Background: an optimization exercise with open tools, aiming at small area. Do not read the settings as production practice.
At most, simulation tests tie the RTL to the original design; equivalence was not proved.
The clock port is modelled as an ideal driver; clocking choices that lean on that would not hold on a real chip.
Power and IR drop assume default switching activity.

// conv_ctrl_top
module conv_ctrl_top
(
    input  logic        clk,
    input  logic        rst,
    input  logic        start,
    input  logic [39:0] cfg,
    input  logic        weight_ack,
    input  logic        load_done,
    input  logic        run_done,
    input  logic        drain_done,
    output logic        weight_req,
    output logic        load_en,
    output logic        load_restart,
    output logic        run_start,
    output logic        drain_en,
    output logic [3:0]  bank_sel,
    output logic [19:0] ifmap_win,
    output logic [19:0] weight_win,
    output logic [19:0] out_win,
    output logic        done_filter,
    output logic        done_all
);
For scale: about 960 cells after synthesis, about 120 I/O pins.
clock: 30.0 ns
lec_check: 0
cap_margin: 20
core_margin: 2
core_utilization: 70
slew_margin: 20
standard.sh (not shown) runs the stock make flow with config.mk's settings and CLKGATE_MAP_FILE= SYNTH_SCRIPT=/design/flow/synth_recipe.tcl, a recipe that flattens the netlist after the stock synthesis.
==> flow/flow/run.sh <==
#!/bin/bash
# The standard layout with an area-oriented synthesis mapping:
# ripple-carry adders instead of Kogge-Stone, no full/half-adder cell
# extraction, an area-only ABC script, and the smallest buffer on ports.
# The clock tree uses small clock buffers and no dummy loads; those
# driving the slowest clock pins are then upsized (post_cts.tcl).
# Registers are inferred and mapped exactly as in the standard synthesis.
set -euo pipefail
W=$(pwd)
F=$W/flow
{ head -n 1 synth_recipe.tcl; cat $F/abc_proc.tcl; tail -n +2 synth_recipe.tcl; } > $W/flow_synth.tcl
export FLOW_ABC_SCRIPT=$F/abc_area.script
export BUFFER_PORTS_ARGS="-buffer_cell sky130_fd_sc_hd__buf_1"
export CTS_ARGS="-sink_clustering_enable -repair_clock_nets -dont_use_dummy_load \
  -buf_list sky130_fd_sc_hd__clkbuf_4 -root_buf sky130_fd_sc_hd__clkbuf_4 \
  -sink_clustering_size 16 -sink_clustering_max_diameter 60"
export POST_CTS_TCL=$F/post_cts.tcl
bash standard.sh SYNTH_SCRIPT=$W/flow_synth.tcl ADDER_MAP_FILE= \
  "SYNTH_OPERATIONS_ARGS=-extra-map $F/lcu_ripple.v" finish > $W/standard.log 2>&1
Other scripts of this flow, unchanged in this note and not shown: flow/flow/abc_area.script, flow/flow/abc_proc.tcl, flow/flow/lcu_ripple.v, flow/flow/post_cts.tcl
Rerun with:
--- a/flow/design.v
+++ b/flow/design.v
@@ -254,60 +254,56 @@
         if (!rst) begin
             i_rem <= 10'd1;
         end else if (chan_setup) begin
             i_rem <= len;
         end else if (tile_setup) begin
             i_rem <= i_left[10] ? 10'd0 : i_left[9:0];
         end
     end
     always_ff @(posedge clk or negedge rst) begin
         if (!rst) begin
             i_e1 <= 10'd1;
-        end else if (chan_first) begin
-            i_e1 <= len;
-        end else if (state == S_CSN && chan[3:0] == 4'd15) begin
-            i_e1 <= i_e1 + len;
+        end else if (chan_first || (state == S_CSN && chan[3:0] == 4'd15)) begin
+            i_e1 <= (chan_first ? 10'd0 : i_e1) + len;
         end
     end
     logic [4:0] w_kern;      
     logic [9:0] w_next;
     assign w_next = w_s + {5'd0, w_kern};
     assign w_e    = w_next - 10'd1;
     always_ff @(posedge clk or negedge rst) begin
         if (!rst) begin
             w_kern <= 5'd1;
-        end else if (state == S_CSL) begin
+        end else if (chan_first) begin
             w_kern <= kern;
         end
     end
     always_ff @(posedge clk or negedge rst) begin
         if (!rst) begin
             w_s <= '0;
         end else if (chan_first || (state == S_CSN && chan[5:0] == 6'd63)) begin
             w_s <= '0;
         end else if (state == S_CSN) begin
             w_s <= w_next;
         end
     end
     logic [9:0] o_x;         
     assign o_s = {o_b[9:4] + tile[5:0], o_b[3:0]};
     assign o_e = o_b + o_x;
     always_ff @(posedge clk or negedge rst) begin
         if (!rst) begin
             o_b <= '0;
             o_x <= '0;
-        end else if (state == S_CSL) begin
-            o_b <= '0;
+        end else if (chan_first) begin
+            o_b <= (state == S_CSL) ? 10'd0 : o_e + 10'd1;
             o_x <= olm1w;
-        end else if (state == S_CSB) begin
-            o_b <= o_e + 10'd1;
         end
     end
     assign bank_sel     = chan_lo;
     assign ifmap_win    = {i_s, i_e};
     assign weight_win   = {w_s, w_e};
     assign out_win      = {o_s, o_e};
     assign weight_req   = (state == S_WRL) || (state == S_WRB) || (state == S_WRN);
     assign load_en      = (state == S_LOAD);
     assign load_restart = (state == S_RSTR);
     assign run_start    = (state == S_RUN);
     assign drain_en     = (state == S_DRAIN);
Outcome: Total power falls by a few percent; via count goes down by a few percent; worst setup slack gets worse by 0.030 ns; design area falls slightly; register-to-register slack is better by 0.03 ns; first-iteration DRC count climbs slightly; global-route usage drops by 1.0 points.

========
v14:
conv_ctrl_top, a different RTL version from the one above (not shown whole).
Size: roughly 960 cells after synthesis, roughly 120 flip-flops, roughly 120 I/O pins.
==> flow/design.v (excerpt) <==
module conv_ctrl_top
(
    input  logic        clk,
    input  logic        rst,
    input  logic        start,
    input  logic [39:0] cfg,
    input  logic        weight_ack,
    input  logic        load_done,
    input  logic        run_done,
    input  logic        drain_done,
    output logic        weight_req,
    output logic        load_en,
    output logic        load_restart,
    output logic        run_start,
    output logic        drain_en,
    output logic [3:0]  bank_sel,
    output logic [19:0] ifmap_win,
    output logic [19:0] weight_win,
    output logic [19:0] out_win,
    output logic        done_filter,
    output logic        done_all
);
==> flow/config.mk <==
export PLATFORM = sky130hd
export DESIGN_NAME = conv_ctrl_top
export DESIGN_NICKNAME = conv_ctrl_top
export VERILOG_FILES = /design/flow/design.v
export SDC_FILE = /design/flow/constraint.sdc
export NUM_CORES = 4
export LEC_CHECK = 0
export CAP_MARGIN = 20
export CORE_MARGIN = 2
export CORE_UTILIZATION = 70
export SLEW_MARGIN = 20
==> flow/constraint.sdc <==
create_clock -name core_clock -period 30.0 [get_ports {clk}]
set_input_delay 6.0000 -clock core_clock [delete_from_list [all_inputs] [get_ports {clk}]]
set_output_delay 6.0000 -clock core_clock [all_outputs]
set_load 0.01 [all_outputs]
==> flow/flow/run.sh <==
#!/bin/bash
# The standard layout with an area-oriented synthesis mapping:
# ripple-carry adders instead of Kogge-Stone, no full/half-adder cell
# extraction, an area-only ABC script, and the smallest buffer on ports.
# The clock tree uses small clock buffers and no dummy loads.
# Registers are inferred and mapped exactly as in the standard synthesis.
set -euo pipefail
W=$(pwd)
F=$W/flow
{ head -n 1 synth_recipe.tcl; cat $F/abc_proc.tcl; tail -n +2 synth_recipe.tcl; } > $W/flow_synth.tcl
export FLOW_ABC_SCRIPT=$F/abc_area.script
export BUFFER_PORTS_ARGS="-buffer_cell sky130_fd_sc_hd__buf_1"
export CTS_ARGS="-sink_clustering_enable -repair_clock_nets -dont_use_dummy_load \
  -buf_list sky130_fd_sc_hd__clkbuf_4 -root_buf sky130_fd_sc_hd__clkbuf_4 \
  -sink_clustering_size 16 -sink_clustering_max_diameter 60"
bash standard.sh SYNTH_SCRIPT=$W/flow_synth.tcl ADDER_MAP_FILE= \
  "SYNTH_OPERATIONS_ARGS=-extra-map $F/lcu_ripple.v" finish > $W/standard.log 2>&1
==> flow/flow/abc_area.script <==
strash
&get -n
&fraig -x
&put
scorr
dc2
strash
dch -f
amap -F 20 -A 20
strash
dch -f
amap -F 20 -A 20
==> flow/flow/abc_proc.tcl <==
# Map the logic with this flow's area script in place of ORFS's
proc abc {args} {
  set i [lsearch -exact $args -script]
  if { $i >= 0 } {
    lset args [expr { $i + 1 }] $::env(FLOW_ABC_SCRIPT)
  }
  yosys abc {*}$args
}
==> flow/flow/lcu_ripple.v <==
(* techmap_celltype = "$lcu" *)
module _80_lcu_ripple (P, G, CI, CO);
	parameter WIDTH = 2;

	(* force_downto *)
	input [WIDTH-1:0] P, G;
	input CI;

	(* force_downto *)
	output [WIDTH-1:0] CO;

	integer i;
	(* force_downto *)
	reg [WIDTH-1:0] g;

	wire [1023:0] _TECHMAP_DO_ = "proc; opt -fast";

	always @* begin
		g = G;
		g[0] = g[0] | (P[0] & CI);
		for (i = 1; i < WIDTH; i = i + 1)
			g[i] = g[i] | P[i] & g[i - 1];
	end

	assign CO = g;
endmodule
The inputs of v33 differ from those of v14 as listed below.
-- flow/design.v --
<<< v14, line 102
    logic [9:0] nch;
    logic [5:0] bat_left;    
    logic       bat_part;    
    logic       bat_more;
    logic [9:0] chan;        
    logic [6:0] tile;        
>>> v33, line 102
    logic [9:0] nch;
    logic [5:0] bat_left;    
    logic [9:0] chan;        
    logic [6:0] tile;        
<<< v14, line 110
    logic [9:0] i_s, i_e, w_s, w_e, o_s, o_e;
    wire capture = (state == S_IDLE) && start;
    assign bat_more = (bat_left[5:1] != 5'd0) || (bat_left[0] && bat_part);
    logic [10:0] padded;
    logic [11:0] diff;
>>> v33, line 108
    logic [9:0] i_s, i_e, w_s, w_e, o_s, o_e;
    wire capture = (state == S_IDLE) && start;
    logic [10:0] padded;
    logic [11:0] diff;
<<< v14, line 177
            end
            S_BINC:  state_nxt = S_BCHK;
            S_BCHK:  state_nxt = bat_more ? S_WRB : S_DONE;
            S_DONE:  state_nxt = S_IDLE;
            default: state_nxt = S_IDLE;
>>> v33, line 174
            end
            S_BINC:  state_nxt = S_BCHK;
            S_BCHK:  state_nxt = (bat_left != 6'd0) ? S_WRB : S_DONE;
            S_DONE:  state_nxt = S_IDLE;
            default: state_nxt = S_IDLE;
<<< v14, line 197
    always_ff @(posedge clk) begin
        if (capture) begin
            bat_left <= cfg[19:14];
            bat_part <= (cfg[13:10] != 4'd0);
        end else if (state == S_BCHK && bat_more) begin
            bat_left <= bat_left - 6'd1;
        end
>>> v33, line 194
    always_ff @(posedge clk) begin
        if (capture) begin
            bat_left <= (cfg[19:10] == 10'd0) ? 6'd0 : 6'((cfg[19:10] - 10'd1) >> 4);
        end else if (state == S_BCHK && bat_left != 6'd0) begin
            bat_left <= bat_left - 6'd1;
        end
<<< v14, line 266
        end
    end
    logic [4:0] w_kern;      
    logic [9:0] w_next;
    assign w_next = w_s + {5'd0, w_kern};
    assign w_e    = w_next - 10'd1;
    always_ff @(posedge clk or negedge rst) begin
        if (!rst) begin
            w_kern <= 5'd1;
        end else if (state == S_CSL) begin
            w_kern <= kern;
        end
    end
>>> v33, line 262
        end
    end
    logic [5:0] w_km1;
    logic [9:0] kern_m1;
    assign kern_m1 = {5'd0, kern} - 10'd1;
    assign w_e     = w_s + {{4{w_km1[5]}}, w_km1};
    always_ff @(posedge clk or negedge rst) begin
        if (!rst) begin
            w_km1 <= '0;
        end else if (state == S_CSL) begin
            w_km1 <= kern_m1[5:0];
        end
    end
<<< v14, line 283
            w_s <= '0;
        end else if (state == S_CSN) begin
            w_s <= w_next;
        end
    end
>>> v33, line 279
            w_s <= '0;
        end else if (state == S_CSN) begin
            w_s <= w_e + 10'd1;
        end
    end
## What came out
- Summary of v33 over v14: average size of a mapped cell now sits lower, total power now sits higher, power share of the sequential group closely matched the old numbers.
- Setup WNS v14 -> v33: worse
- v33 finished all stages; the layout is clean.
- Changes observed in v33 relative to v14: final area increased by about 1.4% relative to the old numbers, total die area increased by about 1.7% relative to the old numbers, mapped cell area higher, internal reg-to-reg setup slack shows an increase of 0.15 ns.
- Between v14 and v33, the flow reports number of combinational gates with multiple inputs increasing by a few percent.
- Comparing v14 and v33, the lower largest fanout on the critical path is on v14.
- First-pass GRT wire length: lower on v14
- Per the comparison of v33 with v14, sequential share of layout area down 0.61 points, final core utilization increased 0.38 points, clock input transition at the sequential cells of the worst setup and hold paths lower.

========
The RTL this note starts from:
==> flow/design.v <==
package conv_pkg;
    typedef logic [10-1:0] addr_t;
    typedef logic [10-1:0]  cnt_t;
    typedef logic [12-1:0]  len_t;
    typedef logic [4-1:0] bank_t;
    typedef struct packed {
        logic [1:0] stride;
        logic [2:0] padding;
        logic [4:0] kernel_size;
        cnt_t       in_channels;
        cnt_t       filter_number;
        cnt_t       temporal_length;
    } conv_cfg_t;
    typedef struct packed {
        logic [1:0] stride;
        logic [2:0] padding;
        logic [4:0] kernel_size;
        cnt_t       in_channels;
        cnt_t       filter_number;
        cnt_t       temporal_length;
        logic [2:0] stride_eff;
        len_t       output_length;
        len_t       out_tiles;
        len_t       filter_batches;
    } conv_geom_t;
    typedef struct packed {
        addr_t start_addr;
        addr_t end_addr;
    } addr_win_t;
    typedef enum logic [4:0] {
        S_IDLE,
        S_WEIGHT_REQ,
        S_CHAN_SETUP,
        S_CHAN_SETTLE_A,
        S_CHAN_SETTLE_B,
        S_LOAD,
        S_RUN,
        S_DRAIN,
        S_TILE_INC,
        S_TILE_CHECK,
        S_TILE_SETUP,
        S_TILE_SETTLE,
        S_RESTART,
        S_CHAN_INC,
        S_CHAN_CHECK,
        S_BATCH_INC,
        S_BATCH_CHECK,
        S_DONE
    } seq_state_t;
endpackage
`timescale 1ns/1ps
module conv_ctrl_top
(
    input  logic        clk,
    input  logic        rst,
    input  logic        start,
    input  logic [39:0] cfg,
    input  logic        weight_ack,
    input  logic        load_done,
    input  logic        run_done,
    input  logic        drain_done,
    output logic        weight_req,
    output logic        load_en,
    output logic        load_restart,
    output logic        run_start,
    output logic        drain_en,
    output logic [3:0]  bank_sel,
    output logic [19:0] ifmap_win,
    output logic [19:0] weight_win,
    output logic [19:0] out_win,
    output logic        done_filter,
    output logic        done_all
);
    localparam logic [4:0] S_IDLE  = 5'd0;
    localparam logic [4:0] S_WRL   = 5'd1;
    localparam logic [4:0] S_WRB   = 5'd2;
    localparam logic [4:0] S_WRN   = 5'd3;
    localparam logic [4:0] S_CSL   = 5'd4;
    localparam logic [4:0] S_CSB   = 5'd5;
    localparam logic [4:0] S_CSN   = 5'd6;
    localparam logic [4:0] S_SETA  = 5'd7;
    localparam logic [4:0] S_SETB  = 5'd8;
    localparam logic [4:0] S_LOAD  = 5'd9;
    localparam logic [4:0] S_RUN   = 5'd10;
    localparam logic [4:0] S_DRAIN = 5'd11;
    localparam logic [4:0] S_TINC  = 5'd12;
    localparam logic [4:0] S_TCHK  = 5'd13;
    localparam logic [4:0] S_TSET  = 5'd14;
    localparam logic [4:0] S_TSTL  = 5'd15;
    localparam logic [4:0] S_RSTR  = 5'd16;
    localparam logic [4:0] S_CINC  = 5'd17;
    localparam logic [4:0] S_CCHK  = 5'd18;
    localparam logic [4:0] S_BINC  = 5'd19;
    localparam logic [4:0] S_BCHK  = 5'd20;
    localparam logic [4:0] S_DONE  = 5'd21;
    logic [4:0] state;
    logic [4:0] state_nxt;
    logic [4:0] kern;
    logic [2:0] pad;
    logic [1:0] strd;        
    logic [9:0] len;
    logic [9:0] nch;
    logic [5:0] bat_left;    
    logic [9:0] chan;        
    logic [6:0] tile;        
    logic [9:0] o_b;         
    logic [2:0] pad_left;    
    logic [9:0] i_s, i_e, w_s, w_e, o_s, o_e;
    wire capture = (state == S_IDLE) && start;
    logic [10:0] padded;
    logic [11:0] diff;
    logic        no_out;      
    logic [10:0] span;        
    logic [10:0] q3;
    logic [10:0] olm1;        
    logic [9:0]  olm1w;       
    logic [6:0]  kstep;       
    assign padded = {1'b0, len} + {7'd0, pad, 1'b0};
    assign diff   = {1'b0, padded} - {7'd0, kern};
    assign no_out = diff[11];
    assign span   = diff[10:0];
    always_comb begin
        logic [1:0] r;
        logic [2:0] c;
        r = 2'd0;
        for (int i = 10; i >= 0; i--) begin
            c     = {r, span[i]};
            q3[i] = (c >= 3'd3);
            r     = q3[i] ? 2'(c - 3'd3) : c[1:0];
        end
    end
    always_comb begin
        case (strd)
            2'd2:    olm1 = {1'b0, span[10:1]};
            2'd3:    olm1 = q3;
            default: olm1 = span;
        endcase
    end
    assign olm1w = no_out ? 10'h3ff : olm1[9:0];
    always_comb begin
        case (strd)
            2'd2:    kstep = {1'b0, kern, 1'b0};
            2'd3:    kstep = {2'b0, kern} + {1'b0, kern, 1'b0};
            default: kstep = {2'b0, kern};
        endcase
    end
    logic [9:0] chan_inc;
    assign chan_inc = chan + 10'd1;
    always_comb begin
        state_nxt = state;
        case (state)
            S_IDLE:  if (start) state_nxt = S_WRL;
            S_WRL:   if (weight_ack) state_nxt = S_CSL;
            S_WRB:   if (weight_ack) state_nxt = S_CSB;
            S_WRN:   if (weight_ack) state_nxt = S_CSN;
            S_CSL, S_CSB, S_CSN:
                     state_nxt = no_out ? S_CINC : S_SETA;
            S_SETA:  state_nxt = S_SETB;
            S_SETB:  state_nxt = S_LOAD;
            S_LOAD:  if (load_done) state_nxt = S_RUN;
            S_RUN:   if (run_done) state_nxt = S_DRAIN;
            S_DRAIN: if (drain_done) state_nxt = S_TINC;
            S_TINC:  state_nxt = S_TCHK;
            S_TCHK:  state_nxt = (tile < olm1[10:4]) ? S_TSET : S_CINC;
            S_TSET:  state_nxt = S_TSTL;
            S_TSTL:  state_nxt = S_RSTR;
            S_RSTR:  state_nxt = S_LOAD;
            S_CINC:  state_nxt = S_CCHK;
            S_CCHK: begin
                if (chan_inc < nch)
                    state_nxt = (chan[5:0] == 6'd63) ? S_WRN : S_CSN;
                else
                    state_nxt = S_BINC;
            end
            S_BINC:  state_nxt = S_BCHK;
            S_BCHK:  state_nxt = (bat_left != 6'd0) ? S_WRB : S_DONE;
            S_DONE:  state_nxt = S_IDLE;
            default: state_nxt = S_IDLE;
        endcase
    end
    always_ff @(posedge clk or negedge rst) begin
        if (!rst) state <= S_IDLE;
        else      state <= state_nxt;
    end
    always_ff @(posedge clk) begin
        if (capture) begin
            len  <= cfg[9:0];
            nch  <= cfg[29:20];
            kern <= cfg[34:30];
            pad  <= cfg[37:35];
            strd <= (cfg[39:38] == 2'd0) ? 2'd1 : cfg[39:38];
        end
    end
    always_ff @(posedge clk) begin
        if (capture) begin
            bat_left <= (cfg[19:10] == 10'd0) ? 6'd0 : 6'((cfg[19:10] - 10'd1) >> 4);
        end else if (state == S_BCHK && bat_left != 6'd0) begin
            bat_left <= bat_left - 6'd1;
        end
    end
    wire chan_setup  = (state == S_CSL) || (state == S_CSB) || (state == S_CSN);
    wire chan_first  = (state == S_CSL) || (state == S_CSB);
    wire tile_setup  = (state == S_TSET);
    always_ff @(posedge clk or negedge rst) begin
        if (!rst) begin
            chan[3:0] <= '0;
        end else if (chan_first) begin
            chan[3:0] <= '0;
        end else if (state == S_CSN) begin
            chan[3:0] <= chan_inc[3:0];
        end
    end
    always_ff @(posedge clk) begin
        if (chan_first) begin
            chan[9:4] <= '0;
        end else if (state == S_CSN) begin
            chan[9:4] <= chan_inc[9:4];
        end
    end
    always_ff @(posedge clk or negedge rst) begin
        if (!rst) begin
            tile <= '0;
        end else if (chan_setup) begin
            tile <= '0;
        end else if (tile_setup) begin
            tile <= tile + 7'd1;
        end
    end
    logic [9:0]  i_rem;
    logic [9:0]  i_e1;
    logic [6:0]  i_step;
    logic        i_pos;
    logic [10:0] i_left;
    assign i_e1   = i_e + 10'd1;
    assign i_s    = i_e1 - i_rem;
    assign i_pos  = ({4'd0, pad_left} <= kstep);
    assign i_step = i_pos ? kstep - {4'd0, pad_left} : 7'd0;
    assign i_left = {1'b0, i_rem} - {4'd0, i_step};
    always_ff @(posedge clk) begin
        if (chan_setup) begin
            pad_left <= pad;
        end else if (tile_setup) begin
            pad_left <= i_pos ? 3'd0 : 3'(pad_left - kstep);
        end
    end
    always_ff @(posedge clk or negedge rst) begin
        if (!rst) begin
            i_rem <= 10'd1;
        end else if (chan_setup) begin
            i_rem <= len;
        end else if (tile_setup) begin
            i_rem <= i_left[10] ? 10'd0 : i_left[9:0];
        end
    end
    always_ff @(posedge clk or negedge rst) begin
        if (!rst) begin
            i_e <= '0;
        end else if (chan_first) begin
            i_e <= len - 10'd1;
        end else if (state == S_CSN && chan[3:0] == 4'd15) begin
            i_e <= i_e + len;
        end
    end
    logic [5:0] w_km1;
    logic [9:0] kern_m1;
    assign kern_m1 = {5'd0, kern} - 10'd1;
    assign w_s     = w_e - {{4{w_km1[5]}}, w_km1};
    always_ff @(posedge clk or negedge rst) begin
        if (!rst) begin
            w_km1 <= '0;
        end else if (state == S_CSL) begin
            w_km1 <= kern_m1[5:0];
        end
    end
    always_ff @(posedge clk or negedge rst) begin
        if (!rst) begin
            w_e <= '0;
        end else if (chan_first || (state == S_CSN && chan[5:0] == 6'd63)) begin
            w_e <= kern_m1;
        end else if (state == S_CSN) begin
            w_e <= w_e + {5'd0, kern};
        end
    end
    logic [9:0] o_x;         
    assign o_s = {o_b[9:4] + tile[5:0], o_b[3:0]};
    assign o_e = o_b + o_x;
    always_ff @(posedge clk or negedge rst) begin
        if (!rst) begin
            o_b <= '0;
            o_x <= '0;
        end else if (state == S_CSL) begin
            o_b <= '0;
            o_x <= olm1w;
        end else if (state == S_CSB) begin
            o_b <= o_e + 10'd1;
        end
    end
    assign bank_sel     = chan[3:0];
    assign ifmap_win    = {i_s, i_e};
    assign weight_win   = {w_s, w_e};
    assign out_win      = {o_s, o_e};
    assign weight_req   = (state == S_WRL) || (state == S_WRB) || (state == S_WRN);
    assign load_en      = (state == S_LOAD);
    assign load_restart = (state == S_RSTR);
    assign run_start    = (state == S_RUN);
    assign drain_en     = (state == S_DRAIN);
    assign done_filter  = (state == S_BCHK);
    assign done_all     = (state == S_DONE);
endmodule
export LEC_CHECK = 0
export CAP_MARGIN = 20
export CORE_MARGIN = 2
export CORE_UTILIZATION = 70
export SLEW_MARGIN = 20
create_clock -name core_clock -period 30.0 [get_ports {clk}]
==> flow/flow/abc_area.script <==
strash
&get -n
&fraig -x
&put
scorr
dc2
strash
dch -f
amap
strash
dch -f
amap
Scripts as last shown in full above: flow/flow/run.sh, flow/flow/abc_proc.tcl, flow/flow/lcu_ripple.v
==> next run, changes <==
--- a/flow/design.v
+++ b/flow/design.v
@@ -227,14 +227,14 @@
         end
     end
-    logic [9:0]  i_rem;
-    logic [9:0]  i_e1;
+    logic [9:0]  i_rm1;
+    logic [9:0]  len_m1;
     logic [6:0]  i_step;
     logic        i_pos;
     logic [10:0] i_left;
-    assign i_e1   = i_e + 10'd1;
-    assign i_s    = i_e1 - i_rem;
+    assign len_m1 = len - 10'd1;
+    assign i_s    = i_e - i_rm1;
     assign i_pos  = ({4'd0, pad_left} <= kstep);
     assign i_step = i_pos ? kstep - {4'd0, pad_left} : 7'd0;
-    assign i_left = {1'b0, i_rem} - {4'd0, i_step};
+    assign i_left = {1'b0, i_rm1} - {4'd0, i_step};
     always_ff @(posedge clk) begin
         if (chan_setup) begin
@@ -246,9 +246,9 @@
     always_ff @(posedge clk or negedge rst) begin
         if (!rst) begin
-            i_rem <= 10'd1;
+            i_rm1 <= '0;
         end else if (chan_setup) begin
-            i_rem <= len;
+            i_rm1 <= len_m1;
         end else if (tile_setup) begin
-            i_rem <= i_left[10] ? 10'd0 : i_left[9:0];
+            i_rm1 <= ((&i_rm1) || i_left[10]) ? 10'h3ff : i_left[9:0];
         end
     end
@@ -257,5 +257,5 @@
             i_e <= '0;
         end else if (chan_first) begin
-            i_e <= len - 10'd1;
+            i_e <= len_m1;
         end else if (state == S_CSN && chan[3:0] == 4'd15) begin
             i_e <= i_e + len;
@@ -265,5 +265,5 @@
     logic [9:0] kern_m1;
     assign kern_m1 = {5'd0, kern} - 10'd1;
-    assign w_s     = w_e - {{4{w_km1[5]}}, w_km1};
+    assign w_e     = w_s + {{4{w_km1[5]}}, w_km1};
     always_ff @(posedge clk or negedge rst) begin
         if (!rst) begin
@@ -275,9 +275,9 @@
     always_ff @(posedge clk or negedge rst) begin
         if (!rst) begin
-            w_e <= '0;
+            w_s <= '0;
         end else if (chan_first || (state == S_CSN && chan[5:0] == 6'd63)) begin
-            w_e <= kern_m1;
+            w_s <= '0;
         end else if (state == S_CSN) begin
-            w_e <= w_e + {5'd0, kern};
+            w_s <= w_e + 10'd1;
         end
     end
What happened:
- The new run went through all stages and came out clean
- clock-buffer cell count stays the same
- critical path depth went down by 3
- final cell count went down by a few percent
- core utilization went up by 1.4 points
- total power went up slightly
- routed wire length went up slightly
- sequential power went up by a few percent
- cell area went down slightly
- global-route usage went up by 0.26 points
For the first run of this note, only the layout was checked, not whether the RTL still works.

==> separate check: timing with driven ports <==
In the flow no input, the clock included, has a driving cell. The finished layouts below were timed again as built, in two steps.
Step 1 assumes that a clkbuf_16 drives the clock port and a buf_2 every other input.
Step 2 times the ports against the registers' clock, not the clock port: input delays grow and output delays shrink by t, the midpoint of the rising clock arrivals with the driver on.
a / b / c = ideal / step 1 / step 2; a / b = the first two.
run	shift t [ns]	slack for setup (ns)	clock arrival spread, ns	cell pins on the clock port's net
the first run of note 1	0.442	20.344 / 20.308 / 20.750	0.021 / 0.022	1
the second run of note 1	0.447	20.314 / 20.278 / 20.725	0.038 / 0.038	1
v14	0.571	20.204 / 20.169 / 20.739	0.037 / 0.037	1
v33	0.574	20.067 / 20.031 / 20.605	0.048 / 0.048	1
the first run of note 3	0.569	20.454 / 20.417 / 20.985	0.038 / 0.037	1
the second run of note 3	0.539	20.508 / 20.472 / 21.011	0.042 / 0.042	1
After both steps setup and hold are still met in every run listed.
